This design comes from an exercise in tuning for a short achievable clock period and few clock cycles on the open sky130 flow, not from production work.
The RTL was checked by simulation tests, not by an equivalence proof against the original design.
Power and IR drop assume default switching activity.

===== flow/run.sh =====
#!/bin/bash
# synth_recipe.tcl (not shown) runs the flow's synth.tcl, then flattens the netlist and writes it again
# the make line also repeats each setting of config.mk as NAME=value (left out here)
make -C /OpenROAD-flow-scripts/flow DESIGN_CONFIG=/design/flow/config.mk WORK_HOME=/design/flow/orfs CLKGATE_MAP_FILE= SYNTH_SCRIPT=/design/flow/synth_recipe.tcl finish

===== flow/config.mk =====
export PLATFORM = sky130hd
export DESIGN_NAME = cpuTop
export DESIGN_NICKNAME = cpuTop
export VERILOG_FILES = /design/flow/design.v
export SDC_FILE = /design/flow/constraint.sdc
export NUM_CORES = 4
export LEC_CHECK = 0
export ABC_CLOCK_PERIOD_IN_PS = 3000
export CAP_MARGIN = 20
export CORE_MARGIN = 2
export CORE_UTILIZATION = 40
export SETUP_SLACK_MARGIN = 4.6
export SLEW_MARGIN = 20

===== flow/constraint.sdc =====
create_clock -name core_clock -period 8.0 [get_ports {clk}]
set_input_delay 1.6000 -clock core_clock [delete_from_list [all_inputs] [get_ports {clk}]]
set_output_delay 1.6000 -clock core_clock [all_outputs]
set_load 0.01 [all_outputs]

===== flow/design.v =====
package cpuPkg;
    localparam int XLEN = 32;
    localparam logic [6:0] OP_R      = 7'b0110011;
    localparam logic [6:0] OP_IMM    = 7'b0010011;
    localparam logic [6:0] OP_LOAD   = 7'b0000011;
    localparam logic [6:0] OP_STORE  = 7'b0100011;
    localparam logic [6:0] OP_JAL    = 7'b1101111;
    localparam logic [6:0] OP_JALR   = 7'b1100111;
    localparam logic [6:0] OP_BRANCH = 7'b1100011;
    localparam logic [6:0] OP_SYSTEM = 7'b1110011;
    localparam logic [2:0] PH_START = 3'd0;
    localparam logic [2:0] PH_FETCH = 3'd1;
    localparam logic [2:0] PH_EXEC  = 3'd2;
    localparam logic [2:0] PH_MEM   = 3'd3;
    localparam logic [2:0] PH_HALT  = 3'd4;
endpackage
`timescale 1ns/10ps
import cpuPkg::*;
module regFile (
    input  logic                    clk,
    input  logic [4:0]              rs1,
    input  logic [4:0]              rs2,
    input  logic [4:0]              rd,
    input  logic                    we,
    input  logic [cpuPkg::XLEN-1:0] wdata,
    input  logic                    useImm,
    input  logic [cpuPkg::XLEN-1:0] imm,
    output logic [cpuPkg::XLEN-1:0] rdata1,
    output logic [cpuPkg::XLEN-1:0] rdata2,
    output logic [cpuPkg::XLEN-1:0] rdataI
);
    logic [XLEN-1:0] regs [1:31];
    logic            fwd1;
    logic            fwd2;
    always_ff @(posedge clk) begin
        if (we && rd != 5'd0) begin
            regs[rd] <= wdata;
        end
    end
    assign fwd1 = we && rd != 5'd0 && rs1 == rd;
    assign fwd2 = we && rd != 5'd0 && rs2 == rd;
    always_comb begin
        rdata1 = fwd1 ? wdata : '0;
        rdata2 = fwd2 ? wdata : '0;
        rdataI = useImm ? imm : (fwd2 ? wdata : '0);
        for (int k = 1; k < 32; k++) begin
            if (!fwd1 && rs1 == 5'(k)) rdata1 = rdata1 | regs[k];
            if (!fwd2 && rs2 == 5'(k)) rdata2 = rdata2 | regs[k];
            if (!useImm && !fwd2 && rs2 == 5'(k)) rdataI = rdataI | regs[k];
        end
    end
endmodule
`timescale 1ns/10ps
import cpuPkg::*;
module immGen (
    input  logic [31:0]             instr,
    output logic [cpuPkg::XLEN-1:0] immI,
    output logic [cpuPkg::XLEN-1:0] immS,
    output logic [cpuPkg::XLEN-1:0] immB,
    output logic [cpuPkg::XLEN-1:0] immJ
);
    assign immI = {{20{instr[31]}}, instr[31:20]};
    assign immS = {{20{instr[31]}}, instr[31:25], instr[11:7]};
    assign immB = {{20{instr[31]}}, instr[7], instr[30:25], instr[11:8], 1'b0};
    assign immJ = {{12{instr[31]}}, instr[19:12], instr[20], instr[30:21], 1'b0};
endmodule
`timescale 1ns/10ps
import cpuPkg::*;
module aluUnit (
    input  logic [cpuPkg::XLEN-1:0] a,
    input  logic [cpuPkg::XLEN-1:0] b,       
    input  logic [cpuPkg::XLEN-1:0] opB,     
    input  logic [2:0]              funct3,
    input  logic                    isSub,
    output logic [cpuPkg::XLEN-1:0] sum,
    output logic [cpuPkg::XLEN-1:0] result,
    output logic                    branchTaken
);
    logic [XLEN-1:0] diff;
    logic            lessThan;
    logic            brEqual;
    logic            brLess;
    assign sum = a + opB;
    assign diff = a - opB;
    assign lessThan = $signed(a) < $signed(opB);
    assign brEqual = (a == b);
    assign brLess = $signed(a) < $signed(b);
    always_comb begin
        case (funct3)
            3'b000:  result = isSub ? diff : sum;
            3'b010:  result = {{(XLEN-1){1'b0}}, lessThan};
            3'b100:  result = a ^ opB;
            3'b110:  result = a | opB;
            3'b111:  result = a & opB;
            default: result = sum;
        endcase
        case (funct3)
            3'b000:  branchTaken = brEqual;
            3'b001:  branchTaken = !brEqual;
            3'b100:  branchTaken = brLess;
            3'b101:  branchTaken = !brLess;
            default: branchTaken = 1'b0;
        endcase
    end
endmodule
`timescale 1ns/10ps
import cpuPkg::*;
module stateSequencer (
    input  logic clk,
    input  logic rst,
    input  logic memAck,
    input  logic fAlu,
    input  logic fExec,
    input  logic iLdSt,
    output logic memReq,
    output logic issued,      
    output logic accessDone,
    output logic phFetch,
    output logic phExec,
    output logic phMem,
    output logic halted
);
    logic idle;      
    logic phStart;
    assign memReq = !(idle | memAck);
    assign accessDone = issued & memAck;
    always_ff @(posedge clk) begin
        if (rst) begin
            issued <= 1'b0;
        end else begin
            issued <= memReq | (issued & !memAck);
        end
    end
    always_ff @(posedge clk) begin
        if (rst) begin
            phStart <= 1'b1;
            phFetch <= 1'b0;
            phExec <= 1'b0;
            phMem <= 1'b0;
            idle <= 1'b1;
            halted <= 1'b0;
        end else begin
            if (phStart) begin
                phStart <= 1'b0;
                phFetch <= 1'b1;
                idle <= 1'b0;
            end
            if (phFetch && accessDone) begin
                if (fExec) begin
                    phFetch <= 1'b0;
                    phExec <= 1'b1;
                    idle <= 1'b1;
                end else if (!fAlu) begin
                    phFetch <= 1'b0;
                    idle <= 1'b1;
                    halted <= 1'b1;
                end
            end
            if (phExec) begin
                phExec <= 1'b0;
                phMem <= iLdSt;
                phFetch <= !iLdSt;
                idle <= 1'b0;
            end
            if (phMem && accessDone) begin
                phMem <= 1'b0;
                phFetch <= 1'b1;
            end
        end
    end
endmodule
`timescale 1ns/10ps
import cpuPkg::*;
module stateToControl (
    input  logic [6:0] opcode,
    output logic       isAlu,      
    output logic       isExec,     
    output logic       isUseImm,   
    output logic       isStore
);
    always_comb begin
        isAlu = 1'b0;
        isExec = 1'b0;
        isUseImm = 1'b0;
        isStore = 1'b0;
        case (opcode)
            OP_R:      isAlu = 1'b1;
            OP_IMM:    begin isAlu = 1'b1; isUseImm = 1'b1; end
            OP_LOAD:   begin isExec = 1'b1; isUseImm = 1'b1; end
            OP_STORE:  begin isExec = 1'b1; isUseImm = 1'b1; isStore = 1'b1; end
            OP_JAL:    isAlu = 1'b1;
            OP_JALR:   begin isExec = 1'b1; isUseImm = 1'b1; end
            OP_BRANCH: isExec = 1'b1;
            default:   ;
        endcase
    end
endmodule
`timescale 1ns/10ps
import cpuPkg::*;
module dataPath (
    input  logic                    clk,
    input  logic                    rst,
    input  logic [cpuPkg::XLEN-1:0] memRdata,
    input  logic                    memAck,
    input  logic                    issued,
    input  logic                    accessDone,
    input  logic                    phFetch,
    input  logic                    phExec,
    input  logic                    phMem,
    input  logic                    fAlu,
    input  logic                    fUseImm,
    input  logic                    fStore,
    output logic                    iLdSt,
    output logic                    memWe,
    output logic [cpuPkg::XLEN-1:0] memAddr,
    output logic [cpuPkg::XLEN-1:0] memWdata
);
    logic [XLEN-1:0] addrQ;      
    logic [XLEN-1:0] pcPlus4;
    logic [XLEN-1:0] targetB;
    logic [XLEN-1:0] regA;
    logic [XLEN-1:0] regB;
    logic [XLEN-1:0] opBQ;
    logic [XLEN-1:0] wbData;
    logic            wbPend;
    logic            aluStep;
    logic [XLEN-1:0] wdataQ;
    logic            weQ;
    logic [31:0]     ir;
    logic            iLoad;
    logic            iStore;
    logic            iJal;
    logic            iJalr;
    logic            iBranch;
    logic            iSub;
    logic            fetchDone;
    logic            memDone;
    logic [XLEN-1:0] fImmI;
    logic [XLEN-1:0] fImmS;
    logic [XLEN-1:0] fImmB;
    logic [XLEN-1:0] fImmJ;
    logic [6:0]      fOp;
    logic [XLEN-1:0] rdata1;
    logic [XLEN-1:0] rdata2;
    logic [XLEN-1:0] rdataI;
    logic [XLEN-1:0] sum;
    logic [XLEN-1:0] aluResult;
    logic            branchTaken;
    logic [XLEN-1:0] execAddr;
    logic [XLEN-1:0] ackAddr;
    assign fOp = memRdata[6:0];
    assign fetchDone = accessDone & phFetch;
    assign memDone = accessDone & phMem;
    immGen fetchImms (.instr(memRdata), .immI(fImmI), .immS(fImmS), .immB(fImmB), .immJ(fImmJ));
    regFile regs (
        .clk(clk), .rs1(memRdata[19:15]), .rs2(memRdata[24:20]), .rd(ir[11:7]),
        .we(wbPend), .wdata(wbData), .useImm(fUseImm), .imm(fStore ? fImmS : fImmI),
        .rdata1(rdata1), .rdata2(rdata2), .rdataI(rdataI)
    );
    always_ff @(posedge clk) begin
        regA <= rdata1;
        regB <= rdata2;
        opBQ <= rdataI;
        targetB <= addrQ + fImmB;
    end
    aluUnit alu (
        .a(regA), .b(regB), .opB(opBQ), .funct3(ir[14:12]), .isSub(iSub),
        .sum(sum), .result(aluResult), .branchTaken(branchTaken)
    );
    always_ff @(posedge clk) begin
        if (fetchDone) begin
            ir <= memRdata;
            pcPlus4 <= addrQ + XLEN'(4);
            iLoad <= fOp == OP_LOAD;
            iStore <= fOp == OP_STORE;
            iJal <= fOp == OP_JAL;
            iJalr <= fOp == OP_JALR;
            iBranch <= fOp == OP_BRANCH;
            iSub <= fOp == OP_R && memRdata[30];
        end
    end
    always_comb begin
        if (iBranch) begin
            execAddr = branchTaken ? targetB : pcPlus4;
        end else if (iJalr) begin
            execAddr = {sum[XLEN-1:1], 1'b0};
        end else begin
            execAddr = sum;
        end
        ackAddr = phMem ? pcPlus4 : (fOp == OP_JAL ? addrQ + fImmJ : addrQ + XLEN'(4));
    end
    always_ff @(posedge clk) begin
        if (rst) begin
            addrQ <= '0;
        end else if (memAck && issued) begin
            addrQ <= ackAddr;
        end else if (phExec) begin
            addrQ <= execAddr;
        end
    end
    always_ff @(posedge clk) begin
        if (rst) begin
            aluStep <= 1'b0;
            wbPend <= 1'b0;
        end else begin
            aluStep <= fetchDone && fAlu || phExec && iJalr;
            wbPend <= (aluStep || memDone && iLoad) && ir[11:7] != 5'd0;
        end
    end
    always_ff @(posedge clk) begin
        if (aluStep) begin
            wbData <= iJal || iJalr ? pcPlus4 : aluResult;
        end else if (memDone) begin
            wbData <= memRdata;
        end
    end
    always_ff @(posedge clk) begin
        if (rst) begin
            weQ <= 1'b0;
        end else if (phExec) begin
            weQ <= iStore;
        end else if (memDone) begin
            weQ <= 1'b0;
        end
        if (phExec) wdataQ <= regB;
    end
    assign iLdSt = iLoad | iStore;
    assign memWe = weQ;
    assign memAddr = addrQ;
    assign memWdata = wdataQ;
endmodule
`timescale 1ns/10ps
import cpuPkg::*;
module cpuTop (
    input  logic                    clk,
    input  logic                    rst,
    output logic                    memReq,
    output logic                    memWe,
    output logic [cpuPkg::XLEN-1:0] memAddr,
    output logic [cpuPkg::XLEN-1:0] memWdata,
    input  logic                    memAck,
    input  logic [cpuPkg::XLEN-1:0] memRdata,
    output logic                    halted
);
    logic accessDone;
    logic issued;
    logic phFetch;
    logic phExec;
    logic phMem;
    logic iLdSt;
    logic fAlu;
    logic fExec;
    logic fUseImm;
    logic fStore;
    stateToControl decode (
        .opcode(memRdata[6:0]), .isAlu(fAlu), .isExec(fExec), .isUseImm(fUseImm),
        .isStore(fStore)
    );
    stateSequencer sequencer (
        .clk(clk),
        .rst(rst),
        .memAck(memAck),
        .fAlu(fAlu),
        .fExec(fExec),
        .iLdSt(iLdSt),
        .memReq(memReq),
        .issued(issued),
        .accessDone(accessDone),
        .phFetch(phFetch),
        .phExec(phExec),
        .phMem(phMem),
        .halted(halted)
    );
    dataPath datapath (
        .clk(clk),
        .rst(rst),
        .memRdata(memRdata),
        .memAck(memAck),
        .issued(issued),
        .accessDone(accessDone),
        .phFetch(phFetch),
        .phExec(phExec),
        .phMem(phMem),
        .fAlu(fAlu),
        .fUseImm(fUseImm),
        .fStore(fStore),
        .iLdSt(iLdSt),
        .memWe(memWe),
        .memAddr(memAddr),
        .memWdata(memWdata)
    );
endmodule

==> summary.md, run 1 <==
| Metric | Value |
|---|---|
| Status | `complete, no violations` |
| DRT Pass-1 Iters | `14` |
| Top cells by count, synth | `edfxtp_1, a22oi_1, a221oi_1` |
| Syn Area/Cell | `~13 µm²` |
| Chip height | `~400 µm` |
| Non-Filler Instances | `between 7000 and 8000` |
| Setup-failing EPs final | `0` |
| Sequential element share of the synthesized area | `0.603` |
| Unrepaired setup endpoints after global routing | `yes` |
| Crit Path Max Fanout | `15` |
| Gr ovfl total | `0` |
| First-pass GRT wire length | `roughly 430000 µm` |
| Mapped Area | `60600 µm²` |
| Final setup margin | `4.16 ns` |
| Async set-reset flop share out of synthesis | `0` |
| Largest net degree at the start of global routing | `60` |
| FILL cells | `roughly 12000` |
| Global-route usage over all layers | `0.404` |
| Maximum clock rate | `261 MHz` |
| Worst-margin pin slew | `1.24 ns` |
| Total power | `around 17 mW` |
| Placed cells | `between 6000 and 7000` |
| CTS root buffer | `clkbuf_16` |
| Critical Path RT | `8.75 ns` |
| # DRC | `0` |
| Critical Path Sink | `datapath.opBQ[8]` |
| Total routed wirelength | `325000 µm` |
| CP startpoint | `memRdata[20]` |
| #FFs+latches synth | `approximately 1300` |
| Hpwl dp | `161000 µm` |
| DIE WIDTH | `around 390 µm` |
| Crit. End Element | `flip-flop` |
| H-tree levels | `4` |
| Share of cells above drive strength 1 | `0.300` |
| Crit share post-route | `0.479` |
| Reg-to-Reg Start | `datapath.ir[11]` |
| Synth cell types | `90` |
| Worst R2R Path Depth | `13` |
| Yosys top cell area share | `0.547` |
| Core Util, Final | `0.531` |
| WHS | `approximately 0.44 ns` |
| Final Max Slew Viols | `0` |
| Max cap viols | `0` |
| WL/cell | `between 40 and 50 µm` |
| Final RePlAce weighted congestion | `approximately 0.97` |
| Setup CP Type | `in -> reg` |
| Most frequent cell after synthesis | `edfxtp_1` |
| Syn Nets | `about 5100` |
| Initial DRC count | `between 10000 and 15000` |
| Detail Route Antenna Nets | `0` |
| Via/cell ratio | `7.50` |
| Syn Inst Count | `between 4000 and 5000` |
| Clock-pin slew on the worst setup and hold paths | `approximately 0.06 ns` |
| Layout net count | `about 5500` |
| Post-place setup slack | `about 1.9 ns` |
| Skew-Pair Late Insertion Delay | `between 0.8 and 0.9 ns` |
| CTS tree | `done` |
| Max rail drop VDD | `0.185 mV` |
| Register-to-register setup slack | `4.23 ns` |
| I/O Buffers | `around 100` |
| Initial Util | `0.403` |
| Clk sink count | `1272` |
| Io pins | `approximately 100` |
| Post-synth EDFFs | `approximately 1100` |
| Endpoints failing hold | `0` |
| Area of all placed cells without fillers | `79600 µm²` |
| Total negative slack | `0 ns` |
| Core footprint | `around 150000 µm²` |
| Startpoint Class | `input port` |
| DR vias | `between 50000 and 60000` |
| Initial antenna violation count | `32` |
| Lkg Pwr | `27.5 nW` |
| Skew final | `0.0470 ns` |
| Full die area | `~150000 µm²` |
| Number of global-route vias before repair | `just over 50000` |
| Syn. warnings | `5` |
| Max clock buf depth | `3` |
| Hold-fix buffers, CTS | `0` |
| End of the worst register-to-register path | `datapath.opBQ[8]` |
| FP Rows | `~140` |
| Worst Hold Class | `reg -> reg` |
| Dpl cell area | `~65000 µm²` |
| WP data arrival | `about 4.6 ns` |
| Area grow syn2layout | `31.5%` |
| Hold wc startpoint | `datapath.addrQ[0]` |
| Pwr dens | `approximately 210 nW/µm²` |
| Synth top area cells | `edfxtp_1, dfxtp_1, a22oi_1` |
| Clock buffer count from CTS | `about 140` |
| Leading area contributor after synthesis | `edfxtp_1` |
| Most used DFF post-synth | `edfxtp_1` |
| Fin crit period | `3.84 ns` |
| Rel. slew slack | `0.168` |
## cell families after synthesis
kind of cell,synth area share
flip-flops,0.603
XOR/XNOR,0.0195
multiplexers,0.00944
AND/OR/NAND/NOR,0.0829
adder cells (fa/ha/maj),0.0369
AO/OA/AOI/OAI,0.216
buffers and inverters,0.0330
## report_power, final
| group | switching (mW) | total (mW) | leakage [nW] | internal (mW) |
|---|---|---|---|---|
| Sequential | 0.206 | 7.44 | 11.4 | 7.23 |
| Combinational | 1.69 | 2.83 | 14.0 | 1.15 |
| Clock | 2.83 | 6.30 | 2.08 | 3.48 |
| Total | 4.72 | 16.6 | 27.5 | 11.9 |
## layout make-up
type | count | area (µm²) | area share
diodes | 25 | 62.6 | 0.000785
clock buffers | 186 | 3750 | 0.0470
clock inverters | 62 | 583 | 0.00732
inverters | 168 | 662 | 0.00831
multi-input cells | 3072 | 27000 | 0.339
flip-flops and latches | 1272 | 36700 | 0.461
well taps | 2016 | 2520 | 0.0317
repair buffers | 678 | 8360 | 0.105
repair inverters | 1 | 5.00 | 0.0000628
## flip-flops by register name (all words and copies together) (netlist names), 8 cells and up
| name | flops |
|---|---|
| datapath.wbData | 32 |
| datapath.ir | 8 |
| datapath.pcPlus4 | 32 |
| datapath.regB | 32 |
| datapath.regA | 32 |
| datapath.opBQ | 32 |
| datapath.addrQ | 32 |
| datapath.targetB | 32 |
| datapath.regs.regs | 992 |
| datapath.wdataQ | 32 |
## worst min path at each step
| stage | to | slack, ns | depth (start not counted) |
|---|---|---|---|
| floorplan | datapath.targetB[0] | 0.40 | 0 |
| global placement | datapath.targetB[0] | 0.41 | 0 |
| detailed placement | datapath.targetB[0] | 0.41 | 0 |
| CTS | datapath.targetB[0] | 0.42 | 0 |
| global route | datapath.targetB[0] | 0.44 | 0 |
| finish | datapath.targetB[0] | 0.44 | 0 |
## repair_timing
item | 4_1_cts | 5_1_grt
pin swaps | 230 | 269
setup endpoints to repair | 206 | 161
setup buffers | 231 | 134
endpoints found under the hold margin | 0 | 0
cloned | 55 | 10
gates resized for setup | 845 | 367
## layer usage
| metal | track usage | share of wire | vias to the layer above | wire [µm] |
|---|---|---|---|---|
| met5 | 0.0236 | 0.0021 | - | 683 |
| met4 | 0.327 | 0.11 | 32 | 36400 |
| met3 | 0.206 | 0.18 | 2141 | 57600 |
| met2 | 0.560 | 0.39 | 6157 | 127000 |
| met1 | 0.463 | 0.32 | 27024 | 103000 |
| li1 | - | - | 20720 | - |
## worst max-delay path, stage by stage
cell,delay [ns]
buf_6,0.09
buf_8,0.13
xnor2_4,0.13
nand3_4,0.14
nor3_4,0.07
or3_4,0.44
buf_12,0.15
buf_4,0.13
nor2_4,0.47
buf_4,0.49
a22oi_1,0.20
nand4_1,0.16
or3_4,0.20
mux2_4,0.15
## layout by cell type (no fill, tap or decap), drive strengths merged, types with 21 or more instances in the layout
cell type,count
nor4,21
xnor2,89
a31oi,33
o21bai,25
o211ai,25
a221oi,284
nand3,145
edfxtp,1102
nor2,244
xor2,46
a21o,45
a222oi,37
o2bb2ai,22
nand2,218
clkdlybuf4s50,48
nor3,45
nand2b,24
ha,172
dfxtp,170
nand4,122
mux2i,29
inv,169
clkinv,44
or4,31
a22o,272
o21a,45
mux2,25
buf,571
clkbuf,206
a22oi,448
a21oi,165
diode,25
o21ai,164
or3,52
dlygate4sd2,23
a211oi,21
Testbench counts, summed over its fixed seeds: cycles 69,239.
==> run 2, diff against run 1 <==
--- a/flow/design.v
+++ b/flow/design.v
@@ -37,17 +37,16 @@
             regs[rd] <= wdata;
         end
     end
+    logic [XLEN-1:0] read1;
+    logic [XLEN-1:0] read2;
     assign fwd1 = we && rd != 5'd0 && rs1 == rd;
     assign fwd2 = we && rd != 5'd0 && rs2 == rd;
+    assign read1 = (rs1 == 5'd0) ? '0 : regs[rs1];
+    assign read2 = (rs2 == 5'd0) ? '0 : regs[rs2];
     always_comb begin
-        rdata1 = fwd1 ? wdata : '0;
-        rdata2 = fwd2 ? wdata : '0;
-        rdataI = useImm ? imm : (fwd2 ? wdata : '0);
-        for (int k = 1; k < 32; k++) begin
-            if (!fwd1 && rs1 == 5'(k)) rdata1 = rdata1 | regs[k];
-            if (!fwd2 && rs2 == 5'(k)) rdata2 = rdata2 | regs[k];
-            if (!useImm && !fwd2 && rs2 == 5'(k)) rdataI = rdataI | regs[k];
-        end
+        rdata1 = fwd1 ? wdata : read1;
+        rdata2 = fwd2 ? wdata : read2;
+        rdataI = useImm ? imm : rdata2;
     end
 endmodule
 `timescale 1ns/10ps
@@ -308,10 +307,10 @@
         end
     end
     always_ff @(posedge clk) begin
-        if (aluStep) begin
-            wbData <= iJal || iJalr ? pcPlus4 : aluResult;
-        end else if (memDone) begin
+        if (memDone) begin
             wbData <= memRdata;
+        end else begin
+            wbData <= iJal || iJalr ? pcPlus4 : aluResult;
         end
     end
     always_ff @(posedge clk) begin
--- a/flow/config.mk
+++ b/flow/config.mk
@@ -9,5 +9,5 @@
 export CAP_MARGIN = 20
 export CORE_MARGIN = 2
 export CORE_UTILIZATION = 40
-export SETUP_SLACK_MARGIN = 4.6
+export SETUP_SLACK_MARGIN = 4.5
 export SLEW_MARGIN = 20
==> run 2 against run 1 <==
  * Count of clock-buffer cells in the layout decreased by 23
  * Combinational power about the same
  * Die area increased by 7.9%
  * Clock power increased by 5.4%
  * Core utilization decreased by 6.0 points
  * Critical path type is now reg -> reg
  * Non-clock buffer count decreased by 398
==> summary.md, run 2 <==
| Metric | Value |
|---|---|
| Status | `complete, no violations (unchanged)` |
| WP depth | `12 (was 14)` |
| Crit path largest cell delay | `0.47 ns (was 0.49 ns)` |
| Multi-input gate area | `28800 µm² (was 27000 µm²)` |
| DR vias | `43817 (was 56074)` |
| Post-synth EDFFs | `1070 (was 1102)` |
| Syn Inst Count | `4491 (was 4844)` |
| Skew-Pair Late Insertion Delay | `0.81 ns (was 0.83 ns)` |
| Global-route usage over all layers | `0.269 (was 0.404)` |
| Largest Register | `datapath.regs.regs (unchanged)` |
| Crit-path cells | `inv_1 > ha_1 > nor2_1 > o311a_1 > o21ai_4 > o21ai_2 > a21oi_2 > a21oi_2 > a311oi_2 > nor2_1 > or4_1 > a32oi_4 (was buf_6 > buf_8 > xnor2_4 > nand3_4 > nor3_4 > or3_4 > buf_12 > buf_4 > nor2_4 > buf_4 > a22oi_1 > nand4_1 > or3_4 > mux2_4)` |
| Leading area contributor after synthesis | `edfxtp_1 (unchanged)` |
| CTS tree | `done (unchanged)` |
| First-pass GRT wire length | `321000 µm (was 425000 µm)` |
| Syn. warnings | `5 (unchanged)` |
| Largest net degree at the start of global routing | `84 (was 60)` |
| Final setup margin | `4.40 ns (was 4.16 ns)` |
| Hpwl dp | `133000 µm (was 161000 µm)` |
| WL/cell | `33.2 µm (was 43.4 µm)` |
| Initial antenna violation count | `16 (was 32)` |
| CP startpoint | `datapath.opBQ[1] (was memRdata[20])` |
| Reg-to-Reg Start | `datapath.opBQ[1] (was datapath.ir[11])` |
| Placed cells | `6549 (was 6777)` |
| Layout net count | `4809 (was 5541)` |
| Max clock buf depth | `3 (unchanged)` |
| FILL cells | `14027 (was 12302)` |
| Critical Path RT | `8.66 ns (was 8.75 ns)` |
| Register-to-register setup slack | `4.40 ns (was 4.23 ns)` |
| Synth cell types | `101 (was 90)` |
| Lkg Pwr | `26.1 nW (was 27.5 nW)` |
| Io pins | `102 (unchanged)` |
| Via/cell ratio | `6.36 (was 7.50)` |
| Unrepaired setup endpoints after global routing | `yes (unchanged)` |
| Core Util, Final | `0.470 (was 0.531)` |
| Max reg flops | `992 (unchanged)` |
| Detail Route Antenna Nets | `0 (unchanged)` |
| I/O Buffers | `101 (unchanged)` |
| WP buf/inv | `1 (was 5)` |
| Synth top area cells | `edfxtp_1, mux4_2, dfxtp_1 (was edfxtp_1, dfxtp_1, a22oi_1)` |
| Final Max Slew Viols | `0 (unchanged)` |
| Worst-margin pin slew | `1.11 ns (was 1.24 ns)` |
| FF+latch area | `36300 µm² (was 36700 µm²)` |
| Area of all placed cells without fillers | `76400 µm² (was 79600 µm²)` |
| Setup-failing EPs final | `0 (unchanged)` |
| DIE WIDTH | `408 µm (was 393 µm)` |
| End of the worst register-to-register path | `datapath.wbData[31] (was datapath.opBQ[8])` |
| Most frequent cells in the layout | `edfxtp_1, mux4_2, a21oi_1, nor2_1, nand2_1 (was edfxtp_1, a22oi_1, buf_4, a22o_1, nand2_1)` |
| Mapped Area | `65400 µm² (was 60600 µm²)` |
| Final RePlAce weighted congestion | `0.975 (was 0.974)` |
| Top cells by count, synth | `edfxtp_1, mux4_2, nor2_1 (was edfxtp_1, a22oi_1, a221oi_1)` |
| Fin crit period | `3.60 ns (was 3.84 ns)` |
| Yosys top cell area share | `0.491 (was 0.547)` |
| Startpoint Class | `flip-flop (was input port)` |
| Delay-heaviest family, CP | `compound AO/OA/AOI/OAI gates (was simple AND/OR/NAND/NOR gates)` |
| Crit. End Element | `flip-flop (unchanged)` |
| Total routed wirelength | `229000 µm (was 325000 µm)` |
| # DRC | `0 (unchanged)` |
| Share of cells above drive strength 1 | `0.282 (was 0.300)` |
| FP Rows | `148 (was 142)` |
| Pwr dens | `229 nW/µm² (was 208 nW/µm²)` |
| WHS | `0.433 ns (was 0.437 ns)` |
| Clock buffer count from CTS | `139 (was 137)` |
| Most frequent cell after synthesis | `edfxtp_1 (unchanged)` |
| Worst Hold Class | `reg -> reg (unchanged)` |
| Chip height | `408 µm (was 393 µm)` |
| Dpl cell area | `69100 µm² (was 65500 µm²)` |
| H-tree levels | `4 (unchanged)` |
| Initial DRC count | `5946 (was 11922)` |
| Syn Nets | `4702 (was 5055)` |
| Skew final | `0.0357 ns (was 0.0470 ns)` |
| Clk sink count | `1272 (unchanged)` |
| Syn Area/Cell | `14.6 µm² (was 12.5 µm²)` |
| CTS root buffer | `clkbuf_16 (unchanged)` |
| Hold-fix buffers, CTS | `0 (unchanged)` |
| Rel. slew slack | `0.257 (was 0.168)` |
| Post-place setup slack | `2.75 ns (was 1.91 ns)` |
| Async set-reset flop share out of synthesis | `0 (unchanged)` |
| Max cap viols | `0 (unchanged)` |
| Worst R2R Path Depth | `12 (was 13)` |
| Total power | `17.5 mW (was 16.6 mW)` |
| Sequential element share of the synthesized area | `0.553 (was 0.603)` |
| Setup CP Type | `reg -> reg (was in -> reg)` |
| Max rail drop VDD | `0.147 mV (was 0.185 mV)` |
| Core footprint | `163000 µm² (was 150000 µm²)` |
| Most common cell after layout, fill and taps aside | `edfxtp_1 (unchanged)` |
| Non-Filler Instances | `6887 (was 7480)` |
| Slowest cell on crit path | `or4_1 (was buf_4)` |
| Crit Path Max Fanout | `4 (was 15)` |
| Most used DFF post-synth | `edfxtp_1 (unchanged)` |
| Number of global-route vias before repair | `42909 (was 50782)` |
| Area grow syn2layout | `16.8% (was 31.5%)` |
| Clock-pin slew on the worst setup and hold paths | `0.06 ns (about the same)` |
| #FFs+latches synth | `1272 (unchanged)` |
| Initial Util | `0.402 (was 0.403)` |
| Total negative slack | `0 ns (unchanged)` |
| Maximum clock rate | `278 MHz (was 261 MHz)` |
| Full die area | `167000 µm² (was 155000 µm²)` |
| Critical Path Sink | `datapath.wbData[31] (was datapath.opBQ[8])` |
| WP data arrival | `4.27 ns (was 4.58 ns)` |
| Gr ovfl total | `0 (unchanged)` |
| Crit share post-route | `0.450 (was 0.479)` |
| DRT Pass-1 Iters | `6 (was 14)` |
| Endpoints failing hold | `0 (unchanged)` |
-- run 2: cell count changes after synthesis, moves of 97 or more --
cell | before | now
a22o_1 | 272 | 10
mux4_2 | 0 | 542
nand4_1 | 122 | 17
a221oi_1 | 284 | 33
mux2i_1 | 29 | 198
a21oi_1 | 164 | 261
a22oi_1 | 448 | 33
-- run 2: worst reg2reg max path, stage by stage, from the launching register on --
cell and delay, ns:
dfxtp_2 0.41, inv_1 0.12, ha_1 0.37, nor2_1 0.09, o311a_1 0.38, o21ai_4 0.26
o21ai_2 0.15, a21oi_2 0.23, a21oi_2 0.13, a311oi_2 0.42, nor2_1 0.13, or4_1 0.47
a32oi_4 0.34
-- run 2: repair_timing --
item / CTS / global route
gates cloned: 16 / 5
gates resized for setup: 267 / 163
endpoints found under the setup margin: 189 / 83
buffers inserted: 26 / 36
pin swaps: 40 / 64
-- run 2: layout make-up --
| cell class | instances | share of cell area |
|---|---|---|
| diodes | 2 | 0.0000655 |
| inverters | 158 | 0.00812 |
| well taps | 2175 | 0.0356 |
| repair buffers | 280 | 0.0421 |
| flip-flops and latches | 1272 | 0.475 |
| clock buffers | 163 | 0.0486 |
| multi-input cells | 2747 | 0.377 |
| clock inverters | 90 | 0.0134 |
-- run 2: cell families after synthesis --
| group | Yosys count | synth area share |
|---|---|---|
| fa+ha+maj | 176 | 0.0341 |
| compound gates | 920 | 0.0915 |
| flops | 1272 | 0.553 |
| buf+inv | 472 | 0.0296 |
| mux | 758 | 0.220 |
| xor+xnor | 137 | 0.0183 |
| simple gates | 756 | 0.0534 |
-- run 2: power by group --
group | total (mW) | internal (mW) | switching [mW]
sequential | 8.03 | 7.59 | 0.440
combinational | 2.82 | 1.15 | 1.67
clock | 6.64 | 3.82 | 2.81
-- run 2: layer usage --
metal  wire (µm)  global-route usage  vias to the layer above
met2      106000               0.421                     2471
met3       22000              0.0460                      449
met4       11000               0.114                       10
met5          63                   0                        -
li1            -                   -                    18064
met1       90300               0.370                    22823
-- run 2: worst min path at each step --
stage | from | endpoint | slack [ns] | cells after the start
after global routing | datapath.regB[8] | datapath.wdataQ[8] | 0.45 | 0
after global placement | datapath.regB[8] | datapath.wdataQ[8] | 0.42 | 0
after CTS | datapath.addrQ[0] | datapath.targetB[0] | 0.43 | 0
final | datapath.regB[8] | datapath.wdataQ[8] | 0.43 | 0
after floorplan | datapath.addrQ[0] | datapath.targetB[0] | 0.40 | 0
after detailed placement | datapath.addrQ[0] | datapath.targetB[0] | 0.42 | 0
Testbench counts of run 2, summed over its fixed seeds: cycles 69,239.
==> run 3, diff against run 2 <==
--- a/flow/config.mk
+++ b/flow/config.mk
@@ -9,5 +9,5 @@
 export CAP_MARGIN = 20
 export CORE_MARGIN = 2
 export CORE_UTILIZATION = 40
-export SETUP_SLACK_MARGIN = 4.5
+export SETUP_SLACK_MARGIN = 4.6
 export SLEW_MARGIN = 20
==> run 3 against run 2 <==
  * Hold slack better by 0.0080 ns
  * Sequential share of layout area down 0.36 points
  * Routed wire length down 0.19%
  * Still clean on timing, DRC and antenna
  * Clock skew down 0.0045 ns
  * Non-clock buffer count up 61
  * Maximum frequency up 2.3%
  * Core utilization up 0.44 points
  * Critical path depth up 4
  * Synthesized area unchanged
  * Count of clock-buffer cells in the layout up 31
  * Die area unchanged
==> summary.md, run 3 <==
| Metric | Value |
|---|---|
| Global-route usage over all layers | `0.268 (was 0.269)` |
| DRT Pass-1 Iters | `7 (was 6)` |
| Yosys top cell area share | `0.491 (unchanged)` |
| Final setup margin | `4.48 ns (was 4.40 ns)` |
| Pwr dens | `227 nW/µm² (was 229 nW/µm²)` |
| WL/cell | `32.9 µm (was 33.2 µm)` |
| DIE WIDTH | `408 µm (unchanged)` |
| Most frequent cell after synthesis | `edfxtp_1 (unchanged)` |
| Max rail drop VDD | `0.234 mV (was 0.147 mV)` |
| Initial DRC count | `5661 (was 5946)` |
| Mapped Area | `65400 µm² (unchanged)` |
| Top cell by count, worst path | `buf_6` |
| Layout net count | `4871 (was 4809)` |
| Detail Route Antenna Nets | `0 (unchanged)` |
| Most frequent cells in the layout | `edfxtp_1, mux4_2, a21oi_1, nor2_1, nand2_1 (unchanged)` |
| Clock power share | `0.371 (was 0.379)` |
| Synth top area cells | `edfxtp_1, mux4_2, dfxtp_1 (unchanged)` |
| Crit. End Element | `flip-flop (unchanged)` |
| Total routed wirelength | `229000 µm (about the same)` |
| Area grow syn2layout | `17.9% (was 16.8%)` |
| FP Rows | `148 (unchanged)` |
| Core footprint | `163000 µm² (unchanged)` |
| Crit-path cells | `buf_6 > inv_4 > ha_4 > inv_2 > fa_2 > nor3b_4 > o31ai_4 > a21oi_4 > nor4_4 > buf_6 > o41ai_4 > a21oi_2 > o31ai_2 > xnor2_1 > mux2i_1 > o211ai_1 (was inv_1 > ha_1 > nor2_1 > o311a_1 > o21ai_4 > o21ai_2 > a21oi_2 > a21oi_2 > a311oi_2 > nor2_1 > or4_1 > a32oi_4)` |
| Gr ovfl total | `0 (unchanged)` |
| Startpoint Class | `flip-flop (unchanged)` |
| Leading area contributor after synthesis | `edfxtp_1 (unchanged)` |
| Max reg flops | `992 (unchanged)` |
| Max clock buf depth | `3 (unchanged)` |
| Worst Hold Class | `reg -> reg (unchanged)` |
| Final Max Slew Viols | `0 (unchanged)` |
| Setup-failing EPs final | `0 (unchanged)` |
| Syn. warnings | `5 (unchanged)` |
| Rel. slew slack | `0.253 (was 0.257)` |
| Skew-Pair Late Insertion Delay | `0.80 ns (was 0.81 ns)` |
| WP data arrival | `4.14 ns (was 4.27 ns)` |
| Post-synth EDFFs | `1070 (unchanged)` |
| Combinational share of power | `0.172 (was 0.161)` |
| Initial Util | `0.402 (unchanged)` |
| Hpwl dp | `135000 µm (was 133000 µm)` |
| Io pins | `102 (unchanged)` |
| Top cells by count, synth | `edfxtp_1, mux4_2, nor2_1 (unchanged)` |
| Endpoints failing hold | `0 (unchanged)` |
| #FFs+latches synth | `1272 (unchanged)` |
| P_sw | `4.99 mW (was 4.93 mW)` |
| Unrepaired setup endpoints after global routing | `yes (unchanged)` |
| Hold-fix buffers, CTS | `0 (unchanged)` |
| Post-place setup slack | `2.97 ns (was 2.75 ns)` |
| Share of cells above drive strength 1 | `0.293 (was 0.282)` |
| Most used DFF post-synth | `edfxtp_1 (unchanged)` |
| Number of global-route vias before repair | `42739 (was 42909)` |
| Largest net degree at the start of global routing | `109 (was 84)` |
| I/O Buffers | `101 (unchanged)` |
| DR vias | `44192 (was 43817)` |
| Maximum clock rate | `284 MHz (was 278 MHz)` |
| # DRC | `0 (unchanged)` |
| Slowest cell on crit path | `o41ai_4 (was or4_1)` |
| H-tree levels | `4 (unchanged)` |
| Crit Path Max Fanout | `3 (was 4)` |
| Chip height | `408 µm (unchanged)` |
| Async set-reset flop share out of synthesis | `0 (unchanged)` |
| Final RePlAce weighted congestion | `0.979 (was 0.975)` |
| CTS root buffer | `clkbuf_16 (unchanged)` |
| Lkg Pwr | `26.5 nW (was 26.1 nW)` |
| Syn Nets | `4702 (unchanged)` |
| Initial antenna violation count | `11 (was 16)` |
| Fin crit period | `3.52 ns (was 3.60 ns)` |
| Skew final | `0.0312 ns (was 0.0357 ns)` |
| Total negative slack | `0 ns (unchanged)` |
| Via/cell ratio | `6.36 (about the same)` |
| Worst-margin pin slew | `1.12 ns (was 1.11 ns)` |
| Clk sink count | `1272 (unchanged)` |
| Status | `complete, no violations (unchanged)` |
| First-pass GRT wire length | `320000 µm (was 321000 µm)` |
| Net Sw Frac | `0.285 (was 0.282)` |
| Critical Path RT | `8.62 ns (was 8.66 ns)` |
| Crit share post-route | `0.440 (was 0.450)` |
| Synth cell types | `101 (unchanged)` |
| Clock buffer count from CTS | `139 (unchanged)` |
| Clock-pin slew on the worst setup and hold paths | `0.06 ns (about the same)` |
| P_int | `12.5 mW (was 12.6 mW)` |
| Most common cell after layout, fill and taps aside | `edfxtp_1 (unchanged)` |
| Full die area | `167000 µm² (unchanged)` |
| Crit path largest cell delay | `0.45 ns (was 0.47 ns)` |
| Setup CP Type | `reg -> reg (unchanged)` |
| Max cap viols | `0 (unchanged)` |
| CTS tree | `done (unchanged)` |
| Largest Register | `datapath.regs.regs (unchanged)` |
| Sequential element share of the synthesized area | `0.553 (unchanged)` |
| Syn Area/Cell | `14.6 µm² (unchanged)` |
| Part of the power in registers | `0.458 (was 0.459)` |
| Syn Inst Count | `4491 (unchanged)` |
## run 3: cell counts after synthesis
Identical to the previous run, type by type.
## run 3: layout make-up
class	count	area [µm²]
timing repair buffer	341	3660
multi-input combinational	2748	29100
antenna	4	10.0
sequential	1272	36400
clock buffer	194	3890
inverter	158	614
clock inverter	60	721
tap	2175	2720
fill	14011	85400
## run 3: kinds of logic after synthesis
kind of cell	count (synthesis)	share of synthesized area
xor+xnor	137	0.0183
simple gates	756	0.0534
flops	1272	0.553
compound gates	920	0.0915
buf+inv	472	0.0296
mux	758	0.220
fa+ha+maj	176	0.0341
## run 3: per-layer routing
metal | GRT usage | vias up | wire (µm)
met4 | 0.121 | 6 | 12300
met5 | 0 | - | 36
met3 | 0.0506 | 523 | 22100
li1 | - | 18247 | -
met2 | 0.427 | 2538 | 107000
met1 | 0.358 | 22878 | 87600
## run 3: final timing paths
check,start,endpoint,slack (ns),cells past startpoint
setup / recovery,datapath.regA[0],datapath.wbData[30],4.48,16
hold / removal,datapath.regB[15],datapath.wdataQ[15],0.44,0
setup reg to reg,datapath.regA[0],datapath.wbData[30],4.48,16
hold reg to reg,datapath.regB[15],datapath.wdataQ[15],0.44,0
## run 3: through the flow
stage | total power [mW] | instance area [µm²] | utilization | instances | hold WS, ns
after floorplan | 9.65 | 66200 | - | 4491 | 0.403
after global placement | 10.6 | 69100 | 0.425 | 6555 | 0.421
after detailed placement | 10.6 | 69200 | 0.425 | 6556 | 0.426
after CTS | 17.4 | 75900 | 0.467 | 6884 | 0.435
after global routing | 18.0 | 77100 | 0.474 | 6948 | 0.451
final | 17.5 | 77100 | 0.474 | 6952 | 0.441
## run 3: power groups by stage
stage	registers, mW	clock network (mW)	logic [mW]
finish	8.02	6.49	3.01
global route	8.05	6.84	3.15
CTS	8.03	6.58	2.76
detailed placement	8.16	0	2.49
global placement	8.14	0	2.49
floorplan	7.94	0	1.72
## run 3: worst max-delay path: cells and delay by family, from the launching register on
kind,cells,cell delay [ns]
buf+inv,4,0.35
mux,1,0.11
fa+ha+maj,2,0.37
simple gates,2,0.30
flops,1,0.40
compound gates,6,1.62
xor+xnor,1,0.15
## run 3: timing repair
item / 4_1_cts / 5_1_grt
resized for setup: 388 / 169
gates cloned: 13 / 5
setup buffers: 61 / 58
setup endpoints to repair: 302 / 123
pin swaps: 74 / 77
==> run 4, diff against run 3 <==
--- a/flow/config.mk
+++ b/flow/config.mk
@@ -9,5 +9,5 @@
 export CAP_MARGIN = 20
 export CORE_MARGIN = 2
 export CORE_UTILIZATION = 40
-export SETUP_SLACK_MARGIN = 4.6
+export SETUP_SLACK_MARGIN = 4.8
 export SLEW_MARGIN = 20
==> run 4 against run 3 <==
  * Synthesized area did not move
  * Sequential share of layout area decreased by 0.84 points
  * Cell area up 2.0%
  * Highest routed layer unchanged
  * Still clean
  * Hold slack lost 0.017 ns
  * Sequential power grew 0.6%
==> summary.md, run 4 <==
| Metric | Value |
|---|---|
| Unrepaired setup endpoints after global routing | `yes (unchanged)` |
| Core footprint | `163000 µm² (unchanged)` |
| Detail Route Antenna Nets | `0 (unchanged)` |
| Pwr dens | `224 nW/µm² (was 227 nW/µm²)` |
| Endpoints failing hold | `0 (unchanged)` |
| CTS tree | `done (unchanged)` |
| Final RePlAce weighted congestion | `0.980 (was 0.979)` |
| XOR/XNOR Fraction of Synth Area | `0.0183 (unchanged)` |
| Clk sink count | `1272 (unchanged)` |
| Worst R2R Path Depth | `13 (was 16)` |
| Async set-reset flop share out of synthesis | `0 (unchanged)` |
| Top cell by count, worst path | `o31a_1 (was buf_6)` |
| GR Layer Usage met3 | `0.0514 (was 0.0506)` |
| Crit Path Max Fanout | `5 (was 3)` |
| Compound-Gate Fraction of Synth Area | `0.0915 (unchanged)` |
| Critical Path Sink | `datapath.addrQ[27] (was datapath.wbData[30])` |
| Status | `complete, no violations (unchanged)` |
| Most used DFF post-synth | `edfxtp_1 (unchanged)` |
| Share of cells above drive strength 1 | `0.330 (was 0.293)` |
| Delay-heaviest family, CP | `compound AO/OA/AOI/OAI gates (unchanged)` |
| Global-route usage over all layers | `0.275 (was 0.268)` |
| Crit share post-route | `0.443 (was 0.440)` |
| Reg-to-Reg Start | `datapath.regA[9] (was datapath.regA[0])` |
| Leading area contributor after synthesis | `edfxtp_1 (unchanged)` |
| CTS root buffer | `clkbuf_16 (unchanged)` |
| Max rail drop VDD | `0.242 mV (was 0.234 mV)` |
| Rel. slew slack | `0.264 (was 0.253)` |
| Clock buffer count from CTS | `138 (was 139)` |
| Multiplexer share of the synthesized area | `0.220 (unchanged)` |
| Simple-gate share of the synthesized area | `0.0534 (unchanged)` |
| Initial Util | `0.402 (unchanged)` |
| First-pass GRT wire length | `327000 µm (was 320000 µm)` |
| End of the worst register-to-register path | `datapath.wbData[30] (unchanged)` |
| Worst Hold Class | `reg -> reg (unchanged)` |
| Setup-failing EPs final | `0 (unchanged)` |
| WP depth | `14 (was 16)` |
| Lkg Pwr | `27.1 nW (was 26.5 nW)` |
| Core Util, Final | `0.484 (was 0.474)` |
| Worst-margin pin slew | `1.10 ns (was 1.12 ns)` |
| Slowest cell on crit path | `a2111o_1 (was o41ai_4)` |
| Combinational family with the most area after synthesis | `multiplexers (unchanged)` |
| Register-to-register setup slack | `4.51 ns (was 4.48 ns)` |
| Largest Register | `datapath.regs.regs (unchanged)` |
| Post-synth EDFFs | `1070 (unchanged)` |
| WP buf/inv | `2 (was 4)` |
| Max clock buf depth | `3 (unchanged)` |
| Synth cell types | `101 (unchanged)` |
| I/O Buffers | `101 (unchanged)` |
| Max cap viols | `0 (unchanged)` |
| Setup CP Type | `in -> reg (was reg -> reg)` |
| Max reg flops | `992 (unchanged)` |
| Area grow syn2layout | `20.2% (was 17.9%)` |
| Clock-pin slew on the worst setup and hold paths | `0.06 ns (about the same)` |
| Io pins | `102 (unchanged)` |
| Skew final | `0.0335 ns (was 0.0312 ns)` |
| #FFs+latches synth | `1272 (unchanged)` |
| Crit-path cells | `buf_16 > ha_4 > inv_2 > fa_2 > nor2b_4 > o31a_1 > o31a_1 > o31a_1 > a2111o_1 > nand2_1 > nand2_1 > xnor2_1 > o211ai_1 > o2111a_1 (was buf_6 > inv_4 > ha_4 > inv_2 > fa_2 > nor3b_4 > o31ai_4 > a21oi_4 > nor4_4 > buf_6 > o41ai_4 > a21oi_2 > o31ai_2 > xnor2_1 > mux2i_1 > o211ai_1)` |
| Chip height | `408 µm (unchanged)` |
| DIE WIDTH | `408 µm (unchanged)` |
| Area of all placed cells without fillers | `78700 µm² (was 77100 µm²)` |
| FP Rows | `148 (unchanged)` |
| Syn. warnings | `5 (unchanged)` |
| Most frequent cells in the layout | `edfxtp_1, mux4_2, nor2_1, a21oi_1, nand2_1 (was edfxtp_1, mux4_2, a21oi_1, nor2_1, nand2_1)` |
| Most common cell after layout, fill and taps aside | `edfxtp_1 (unchanged)` |
| # DRC | `0 (unchanged)` |
| GRT met1 Usage | `0.364 (was 0.358)` |
| Synth top area cells | `edfxtp_1, mux4_2, dfxtp_1 (unchanged)` |
| Layout net count | `4943 (was 4871)` |
| Via/cell ratio | `6.41 (was 6.36)` |
| DR vias | `45068 (was 44192)` |
| Hpwl dp | `134000 µm (was 135000 µm)` |
| Total routed wirelength | `237000 µm (was 229000 µm)` |
| CP startpoint | `memRdata[21] (was datapath.regA[0])` |
| Yosys top cell area share | `0.491 (unchanged)` |
| Syn Nets | `4702 (unchanged)` |
| Fin crit period | `3.54 ns (was 3.52 ns)` |
| Gr ovfl total | `0 (unchanged)` |
| Post-Synth Adder-Cell Area | `0.0341 (unchanged)` |
| Most frequent cell after synthesis | `edfxtp_1 (unchanged)` |
| Initial DRC count | `5737 (was 5661)` |
| Final Max Slew Viols | `0 (unchanged)` |
| Top cells by count, synth | `edfxtp_1, mux4_2, nor2_1 (unchanged)` |
| Skew-Pair Late Insertion Delay | `0.80 ns (about the same)` |
| Critical Path RT | `8.73 ns (was 8.62 ns)` |
| Non-Filler Instances | `7027 (was 6952)` |
| Dpl cell area | `69000 µm² (was 69200 µm²)` |
| Syn Area/Cell | `14.6 µm² (unchanged)` |
| WL/cell | `33.7 µm (was 32.9 µm)` |
| Maximum clock rate | `282 MHz (was 284 MHz)` |
| Initial antenna violation count | `10 (was 11)` |
| Full die area | `167000 µm² (unchanged)` |
| Crit path largest cell delay | `0.47 ns (was 0.45 ns)` |
| Crit. End Element | `flip-flop (unchanged)` |
| Largest net degree at the start of global routing | `128 (was 109)` |
| Routing usage on met2 | `0.432 (was 0.427)` |
| Mapped Area | `65400 µm² (unchanged)` |
| Number of global-route vias before repair | `43551 (was 42739)` |
| GRT Max-Usage Layer | `met2 (unchanged)` |
| Total negative slack | `0 ns (unchanged)` |
| DRT Pass-1 Iters | `6 (was 7)` |
| Sequential element share of the synthesized area | `0.553 (unchanged)` |
| Syn Inst Count | `4491 (unchanged)` |
| Placed cells | `6539 (was 6556)` |
| Startpoint Class | `input port (was flip-flop)` |
| WP data arrival | `4.27 ns (was 4.14 ns)` |
| H-tree levels | `4 (unchanged)` |
[run 4: cell counts after synthesis]
Identical to the previous run, type by type.
[run 4: per-layer routing]
layer,up-vias,part of all wire
met5,-,0.00032
met4,12,0.063
met3,590,0.097
met2,2671,0.46
met1,23398,0.38
li1,18397,-
[run 4: area by class of cell]
type / instances / area [µm²]
timing repair buffer: 413 / 4690
antenna: 4 / 10.0
multi-input combinational: 2749 / 29800
sequential: 1272 / 36400
tap: 2175 / 2720
clock inverter: 75 / 643
inverter: 158 / 618
clock buffer: 181 / 3780
fill: 13867 / 83900
[run 4: how the worst min path moves through the flow]
stage,start,end,slack [ns],cells past startpoint
5_1_grt,datapath.addrQ[0],datapath.targetB[0],0.44,0
2_1_floorplan,datapath.addrQ[0],datapath.targetB[0],0.40,0
4_1_cts,datapath.addrQ[0],datapath.targetB[0],0.41,0
3_3_place_gp,datapath.addrQ[0],datapath.targetB[0],0.42,0
6_report,datapath.addrQ[0],datapath.targetB[0],0.42,0
3_5_place_dp,datapath.addrQ[0],datapath.targetB[0],0.41,0
[run 4: worst register-to-register path, delay by kind of cell, from the launching register on]
family | cells | cell delay (ns)
AOI/OAI and AO/OA | 6 | 1.88
adders and majority gates | 1 | 0.27
muxes | 1 | 0.09
xor gates and xnor gates | 1 | 0.16
buffers and inverters | 2 | 0.25
DFF | 1 | 0.42
and+or+nand+nor | 2 | 0.25
[run 4: logic make-up (layout without fill, tap and decap cells)]
group | Yosys count | after routing
compound gates | 920 | 921
xor+xnor | 137 | 137
fa+ha+maj | 176 | 176
buf+inv | 472 | 827
flops | 1272 | 1272
mux | 758 | 758
other cells | 0 | 4
simple gates | 756 | 757
[run 4: metrics by stage]
| step | hold slack (ns) | setup WS [ns] | power, mW |
|---|---|---|---|
| 6_report | 0.424 | 4.46 | 17.6 |
| 2_1_floorplan | 0.403 | 4.16 | 9.67 |
| 5_1_grt | 0.437 | 4.40 | 18.1 |
| 4_1_cts | 0.415 | 4.43 | 17.4 |
| 3_5_place_dp | 0.411 | 2.96 | 10.6 |
| 3_3_place_gp | 0.417 | 2.94 | 10.6 |
[run 4: timing repair]
item,CTS,global route
pin swaps,102,95
gates resized for setup,602,213
cloned,28,10
endpoints found under the setup margin,493,206
buffers inserted,93,97
hold buffers,0,0
[run 4: where the power goes]
part	switching [mW]	leakage, nW	internal [mW]
sequential	0.475	11.4	7.60
clock	2.74	2.20	3.56
combinational	1.84	13.5	1.41
==> run 5, diff against run 4 <==
==> flow/config.mk (replaced) <==
export PLATFORM = sky130hd
export DESIGN_NAME = cpuTop
export DESIGN_NICKNAME = cpuTop
export VERILOG_FILES = /design/flow/design.v
export SDC_FILE = /design/flow/constraint.sdc
export NUM_CORES = 4
export LEC_CHECK = 0
export ABC_CLOCK_PERIOD_IN_PS = 2500
export CAP_MARGIN = 20
export CORE_MARGIN = 2
export CORE_UTILIZATION = 40
export SETUP_SLACK_MARGIN = 4.5
export SLEW_MARGIN = 20
==> run 5 against run 4 <==
  * Cell area down 2.8%
  * Sequential cell count unchanged
  * Cell count shrank 2.0%
  * Largest power group unchanged
  * Still clean
  * Synthesized area unchanged
  * Sequential share of layout area rose by 1.2 points
  * Critical path type is now reg -> reg
==> summary.md, run 5 <==
| Metric | Value |
|---|---|
| Gr ovfl total | `0 (unchanged)` |
| H-tree levels | `4 (unchanged)` |
| Syn Nets | `4702 (unchanged)` |
| Clock power share | `0.379 (was 0.357)` |
| Simple-gate share of the synthesized area | `0.0534 (unchanged)` |
| Startpoint Class | `flip-flop (was input port)` |
| Combinational share of power | `0.161 (was 0.185)` |
| First-pass GRT wire length | `321000 µm (was 327000 µm)` |
| Io pins | `102 (unchanged)` |
| Yosys top cell area share | `0.491 (unchanged)` |
| Maximum clock rate | `278 MHz (was 282 MHz)` |
| FP Rows | `148 (unchanged)` |
| Hpwl dp | `133000 µm (was 134000 µm)` |
| Sequential element share of the synthesized area | `0.553 (unchanged)` |
| Layout net count | `4809 (was 4943)` |
| Final RePlAce weighted congestion | `0.975 (was 0.980)` |
| Skew final | `0.0357 ns (was 0.0335 ns)` |
| Largest net degree at the start of global routing | `84 (was 128)` |
| Async set-reset flop share out of synthesis | `0 (unchanged)` |
| Initial Util | `0.402 (unchanged)` |
| Syn Inst Count | `4491 (unchanged)` |
| Synth cell types | `101 (unchanged)` |
| I/O Buffers | `101 (unchanged)` |
| Max clock buf depth | `3 (unchanged)` |
| #FFs+latches synth | `1272 (unchanged)` |
| WP data arrival | `4.27 ns (about the same)` |
| WL/cell | `33.2 µm (was 33.7 µm)` |
| Most used DFF post-synth | `edfxtp_1 (unchanged)` |
| P_int | `12.6 mW (about the same)` |
| Endpoints failing hold | `0 (unchanged)` |
| Combinational family with the most area after synthesis | `multiplexers (unchanged)` |
| Multiplexer share of the synthesized area | `0.220 (unchanged)` |
| Most frequent cells in the layout | `edfxtp_1, mux4_2, a21oi_1, nor2_1, nand2_1 (was edfxtp_1, mux4_2, nor2_1, a21oi_1, nand2_1)` |
| P_sw | `4.93 mW (was 5.05 mW)` |
| Core footprint | `163000 µm² (unchanged)` |
| Number of global-route vias before repair | `42909 (was 43551)` |
| Critical Path RT | `8.66 ns (was 8.73 ns)` |
| Fin crit period | `3.60 ns (was 3.54 ns)` |
| Area grow syn2layout | `16.8% (was 20.2%)` |
| Global-route usage over all layers | `0.269 (was 0.275)` |
| DR vias | `43817 (was 45068)` |
| Post-Synth Adder-Cell Area | `0.0341 (unchanged)` |
| # DRC | `0 (unchanged)` |
| Top cells by count, synth | `edfxtp_1, mux4_2, nor2_1 (unchanged)` |
| Rel. slew slack | `0.257 (was 0.264)` |
| Most common cell after layout, fill and taps aside | `edfxtp_1 (unchanged)` |
| Hold-fix buffers, CTS | `0 (unchanged)` |
| Crit. End Element | `flip-flop (unchanged)` |
| Pwr dens | `229 nW/µm² (was 224 nW/µm²)` |
| Initial DRC count | `5946 (was 5737)` |
| Chip height | `408 µm (unchanged)` |
| Part of the power in registers | `0.459 (was 0.458)` |
| Clock buffer count from CTS | `139 (was 138)` |
| Initial antenna violation count | `16 (was 10)` |
| Synth top area cells | `edfxtp_1, mux4_2, dfxtp_1 (unchanged)` |
| Max cap viols | `0 (unchanged)` |
| Lkg Pwr | `26.1 nW (was 27.1 nW)` |
| Crit Path Max Fanout | `4 (was 5)` |
| DRT Pass-1 Iters | `6 (unchanged)` |
| CTS root buffer | `clkbuf_16 (unchanged)` |
| Status | `complete, no violations (unchanged)` |
| Compound-Gate Fraction of Synth Area | `0.0915 (unchanged)` |
| FILL cells | `14027 (was 13867)` |
| Final Max Slew Viols | `0 (unchanged)` |
| Total routed wirelength | `229000 µm (was 237000 µm)` |
| Via/cell ratio | `6.36 (was 6.41)` |
| Skew-Pair Late Insertion Delay | `0.81 ns (was 0.80 ns)` |
| Max rail drop VDD | `0.147 mV (was 0.242 mV)` |
| Full die area | `167000 µm² (unchanged)` |
| Worst Hold Class | `reg -> reg (unchanged)` |
| Syn. warnings | `5 (unchanged)` |
| Worst-margin pin slew | `1.11 ns (was 1.10 ns)` |
| CTS tree | `done (unchanged)` |
| Leading area contributor after synthesis | `edfxtp_1 (unchanged)` |
| Total negative slack | `0 ns (unchanged)` |
| Detail Route Antenna Nets | `0 (unchanged)` |
| WHS | `0.433 ns (was 0.424 ns)` |
| Clock-pin slew on the worst setup and hold paths | `0.06 ns (about the same)` |
| Crit share post-route | `0.450 (was 0.443)` |
| Unrepaired setup endpoints after global routing | `yes (unchanged)` |
| Most frequent cell after synthesis | `edfxtp_1 (unchanged)` |
| DIE WIDTH | `408 µm (unchanged)` |
| Post-synth EDFFs | `1070 (unchanged)` |
| Setup-failing EPs final | `0 (unchanged)` |
| Share of cells above drive strength 1 | `0.282 (was 0.330)` |
| Mapped Area | `65400 µm² (unchanged)` |
| Setup CP Type | `reg -> reg (was in -> reg)` |
| XOR/XNOR Fraction of Synth Area | `0.0183 (unchanged)` |
| Largest Register | `datapath.regs.regs (unchanged)` |
| Clk sink count | `1272 (unchanged)` |
| Max reg flops | `992 (unchanged)` |
| Syn Area/Cell | `14.6 µm² (unchanged)` |
| Net Sw Frac | `0.282 (was 0.287)` |
[run 5: cell counts after synthesis]
Identical to the previous run, type by type.
[run 5: area by class of cell]
| type | instances | area (µm²) | area share |
|---|---|---|---|
| Multi-Input combinational cell | 2747 | 28800 | 0.377 |
| Inverter | 158 | 621 | 0.00812 |
| Sequential cell | 1272 | 36300 | 0.475 |
| Clock buffer | 163 | 3710 | 0.0486 |
| Timing Repair Buffer | 280 | 3220 | 0.0421 |
| Clock inverter | 90 | 1020 | 0.0134 |
| Tap cell | 2175 | 2720 | 0.0356 |
| Antenna cell | 2 | 5.00 | 0.0000655 |
[run 5: layer usage]
layer	global-route usage	routed length [µm]	vias up
li1	-	-	18064
met3	0.0460	22000	449
met1	0.370	90300	22823
met5	0	63	-
met2	0.421	106000	2471
met4	0.114	11000	10
[run 5: metrics by stage]
stage | cells | instance area [µm²] | power [mW] | setup slack (ns) | utilization
after floorplan | 4491 | 66000 | 9.64 | 4.16 | -
after global placement | 6549 | 69100 | 10.6 | 2.62 | 0.425
after detailed placement | 6549 | 69100 | 10.6 | 2.75 | 0.425
after CTS | 6844 | 75400 | 17.4 | 4.41 | 0.464
after global routing | 6885 | 76400 | 18.0 | 4.33 | 0.470
final | 6887 | 76400 | 17.5 | 4.40 | 0.470
[run 5: power by group through the flow]
stage / Sequential, mW / Clock (mW) / Combinational [mW]
floorplan: 7.94 / 0 / 1.70
global placement: 8.14 / 0 / 2.47
detailed placement: 8.16 / 0 / 2.47
CTS: 8.02 / 6.70 / 2.65
global route: 8.06 / 6.97 / 2.98
finish: 8.03 / 6.64 / 2.82
[run 5: final timing paths]
path,start,end,slack [ns],depth (start not counted)
setup / recovery,datapath.opBQ[1],datapath.wbData[31],4.40,12
hold / removal,datapath.regB[8],datapath.wdataQ[8],0.43,0
setup reg to reg,datapath.opBQ[1],datapath.wbData[31],4.40,12
hold reg to reg,datapath.regB[8],datapath.wdataQ[8],0.43,0
[run 5: worst max-delay path: stages (launching register included)]
cell,delay (ns)
dfxtp_2,0.41
inv_1,0.12
ha_1,0.37
nor2_1,0.09
o311a_1,0.38
o21ai_4,0.25
o21ai_2,0.14
a21oi_2,0.23
a21oi_2,0.12
a311oi_2,0.42
nor2_1,0.13
or4_1,0.47
a32oi_4,0.34
[run 5: cell families after synthesis]
family | count (synthesis)
compound gates | 920
xor+xnor | 137
fa+ha+maj | 176
buf+inv | 472
flops | 1272
mux | 758
simple gates | 756
[run 5: what timing repair did]
item                       in CTS  in global routing
setup buffers                  26                 36
gates resized for setup       267                163
setup endpoints to repair     189                 83
pin swaps                      40                 64
gates cloned                   16                  5
==> run 6, diff against run 5 <==
--- a/flow/design.v
+++ b/flow/design.v
@@ -222,6 +222,9 @@
     logic [XLEN-1:0] opBQ;
     logic [XLEN-1:0] wbData;
     logic            wbPend;
+    logic            wbLoad;
+    logic [XLEN-1:0] mdr;
+    logic [XLEN-1:0] rfWdata;
     logic            aluStep;
     logic [XLEN-1:0] wdataQ;
     logic            weQ;
@@ -253,7 +256,7 @@
     immGen fetchImms (.instr(memRdata), .immI(fImmI), .immS(fImmS), .immB(fImmB), .immJ(fImmJ));
     regFile regs (
         .clk(clk), .rs1(memRdata[19:15]), .rs2(memRdata[24:20]), .rd(ir[11:7]),
-        .we(wbPend), .wdata(wbData), .useImm(fUseImm), .imm(fStore ? fImmS : fImmI),
+        .we(wbPend), .wdata(rfWdata), .useImm(fUseImm), .imm(fStore ? fImmS : fImmI),
         .rdata1(rdata1), .rdata2(rdata2), .rdataI(rdataI)
     );
     always_ff @(posedge clk) begin
@@ -301,18 +304,18 @@
         if (rst) begin
             aluStep <= 1'b0;
             wbPend <= 1'b0;
+            wbLoad <= 1'b0;
         end else begin
             aluStep <= fetchDone && fAlu || phExec && iJalr;
             wbPend <= (aluStep || memDone && iLoad) && ir[11:7] != 5'd0;
+            wbLoad <= memDone && iLoad;
         end
     end
     always_ff @(posedge clk) begin
-        if (memDone) begin
-            wbData <= memRdata;
-        end else begin
-            wbData <= iJal || iJalr ? pcPlus4 : aluResult;
-        end
+        wbData <= iJal || iJalr ? pcPlus4 : aluResult;
+        mdr <= memRdata;
     end
+    assign rfWdata = wbLoad ? mdr : wbData;
     always_ff @(posedge clk) begin
         if (rst) begin
             weQ <= 1'b0;
==> flow/config.mk (replaced) <==
export PLATFORM = sky130hd
export DESIGN_NAME = cpuTop
export DESIGN_NICKNAME = cpuTop
export VERILOG_FILES = /design/flow/design.v
export SDC_FILE = /design/flow/constraint.sdc
export NUM_CORES = 4
export LEC_CHECK = 0
export ABC_CLOCK_PERIOD_IN_PS = 3000
export CAP_MARGIN = 20
export CORE_MARGIN = 2
export CORE_UTILIZATION = 40
export SETUP_SLACK_MARGIN = 4.6
export SLEW_MARGIN = 20
==> run 6 against run 5 <==
  * Maximum frequency grew 3.0%
  * Largest power group unchanged
  * Sequential share of layout area rose by 0.34 points
  * Critical path type unchanged
  * Still clean on timing, DRC and antenna
  * Routed wire length grew 3.3%
==> summary.md, run 6 <==
| Metric | Value |
|---|---|
| Crit-path cells | `ha_4 > and3_4 > a221o_1 > a221oi_2 > o211ai_1 > buf_4 > a22o_1 > o21ai_1 > or3b_4 > buf_12 > mux2_2 > o21ai_1 > a211oi_1 (was inv_1 > ha_1 > nor2_1 > o311a_1 > o21ai_4 > o21ai_2 > a21oi_2 > a21oi_2 > a311oi_2 > nor2_1 > or4_1 > a32oi_4)` |
| P_int | `12.2 mW (was 12.6 mW)` |
| Endpoints failing hold | `0 (unchanged)` |
| Number of global-route vias before repair | `44113 (was 42909)` |
| Status | `complete, no violations (unchanged)` |
| Critical Path RT | `8.64 ns (was 8.66 ns)` |
| Leading area contributor after synthesis | `edfxtp_1 (unchanged)` |
| Worst-margin pin slew | `1.12 ns (was 1.11 ns)` |
| Synth top area cells | `edfxtp_1, mux4_2, dfxtp_1 (unchanged)` |
| Routed length on met3 | `21100 µm (was 22000 µm)` |
| Unrepaired setup endpoints after global routing | `yes (unchanged)` |
| Syn Area/Cell | `14.3 µm² (was 14.6 µm²)` |
| Syn Nets | `4823 (was 4702)` |
| Hpwl dp | `137000 µm (was 133000 µm)` |
| Full die area | `168000 µm² (was 167000 µm²)` |
| H-tree levels | `4 (unchanged)` |
| Layout net count | `4958 (was 4809)` |
| Global-route usage over all layers | `0.278 (was 0.269)` |
| Synth cell types | `80 (was 101)` |
| Max Used Layer | `met5 (unchanged)` |
| Fin crit period | `3.50 ns (was 3.60 ns)` |
| Skew final | `0.0310 ns (was 0.0357 ns)` |
| Pwr dens | `216 nW/µm² (was 229 nW/µm²)` |
| Yosys top cell area share | `0.489 (was 0.491)` |
| Initial antenna violation count | `12 (was 16)` |
| Final Max Slew Viols | `0 (unchanged)` |
| # DRC | `0 (unchanged)` |
| Maximum clock rate | `286 MHz (was 278 MHz)` |
| Post-place setup slack | `2.52 ns (was 2.75 ns)` |
| P_sw | `4.48 mW (was 4.93 mW)` |
| WP buf/inv | `2 (was 1)` |
| Sequential element share of the synthesized area | `0.560 (was 0.553)` |
| Met2 routed WL | `114000 µm (was 106000 µm)` |
| Core footprint | `163000 µm² (about the same)` |
| Clock power share | `0.396 (was 0.379)` |
| Part of the power in registers | `0.453 (was 0.459)` |
| Most common cell after layout, fill and taps aside | `edfxtp_1 (unchanged)` |
| Setup-failing EPs final | `0 (unchanged)` |
| Syn Inst Count | `4612 (was 4491)` |
| Gr ovfl total | `0 (unchanged)` |
| Via/cell ratio | `6.40 (was 6.36)` |
| Crit share post-route | `0.437 (was 0.450)` |
| Initial Util | `0.403 (was 0.402)` |
| Mapped Area | `65700 µm² (was 65400 µm²)` |
| Startpoint Class | `flip-flop (unchanged)` |
| Final setup margin | `4.50 ns (was 4.40 ns)` |
| Setup CP Type | `reg -> reg (unchanged)` |
| WL/cell | `33.6 µm (was 33.2 µm)` |
| Total routed wirelength | `237000 µm (was 229000 µm)` |
run 6: cell type report:
class	count	area, µm²
fill	14135	85600
sequential	1305	37000
multi-input combinational	2795	28700
clock buffer	186	3870
timing repair buffer	310	3520
tap	2175	2720
clock inverter	77	810
inverter	194	739
antenna	2	5.00
run 6: what timing repair did:
action / in CTS / in global routing
setup buffers: 53 / 26
hold buffers: 0 / 0
gates resized for setup: 398 / 122
pin swaps: 64 / 62
setup endpoints to repair: 236 / 97
gates cloned: 23 / 0
endpoints found under the hold margin: 0 / 0
run 6: through the flow:
| step | instances | cell area (µm²) | utilization |
|---|---|---|---|
| detailed placement | 6677 | 69700 | 0.428 |
| global route | 7042 | 77300 | 0.475 |
| global placement | 6675 | 69600 | 0.427 |
| floorplan | 4612 | 66700 | - |
| finish | 7044 | 77300 | 0.475 |
| CTS | 7016 | 76700 | 0.471 |
run 6: cells by family (layout without fill, tap and decap cells):
family,after synthesis,in the layout,synth area share
simple gates,769,770,0.0537
buf+inv,513,767,0.0304
compound gates,948,948,0.0927
other cells,0,2,0
fa+ha+maj,176,176,0.0340
mux,762,762,0.210
flops,1305,1305,0.560
xor+xnor,139,139,0.0185
run 6: layer usage:
metal  global-route usage  vias up
met5                    0        -
met4                0.142        8
met3               0.0500      567
met2                0.456     2533
met1                0.354    23434
li1                     -    18536
run 6: worst paths after layout:
check                           cells past startpoint  slack (ns)         startpoint             endpoint
worst min-delay path                                0        0.42  datapath.addrQ[0]  datapath.targetB[0]
worst max-delay path                               13        4.50  datapath.regA[23]    datapath.addrQ[5]
worst min register to register                      0        0.42  datapath.addrQ[0]  datapath.targetB[0]
worst max register to register                     13        4.50  datapath.regA[23]    datapath.addrQ[5]
run 6: power groups by stage:
| stage | clock [mW] | sequential (mW) | combinational [mW] |
|---|---|---|---|
| floorplan | 0 | 7.59 | 1.54 |
| global placement | 0 | 7.70 | 2.12 |
| CTS | 6.66 | 7.55 | 2.37 |
| detailed placement | 0 | 7.69 | 2.13 |
| global route | 6.93 | 7.56 | 2.66 |
| finish | 6.60 | 7.56 | 2.51 |
Testbench counts of run 6, summed over its fixed seeds: cycles 69,239.

Re-timed with assumed drivers on the ports (clkbuf_16 on the clock, buf_2 on other inputs), run 6 has 4.225 ns of setup slack against 4.501 ns with ideal ports, and 3.353 ns once port delays also move by the mid clock arrival of 0.873 ns.
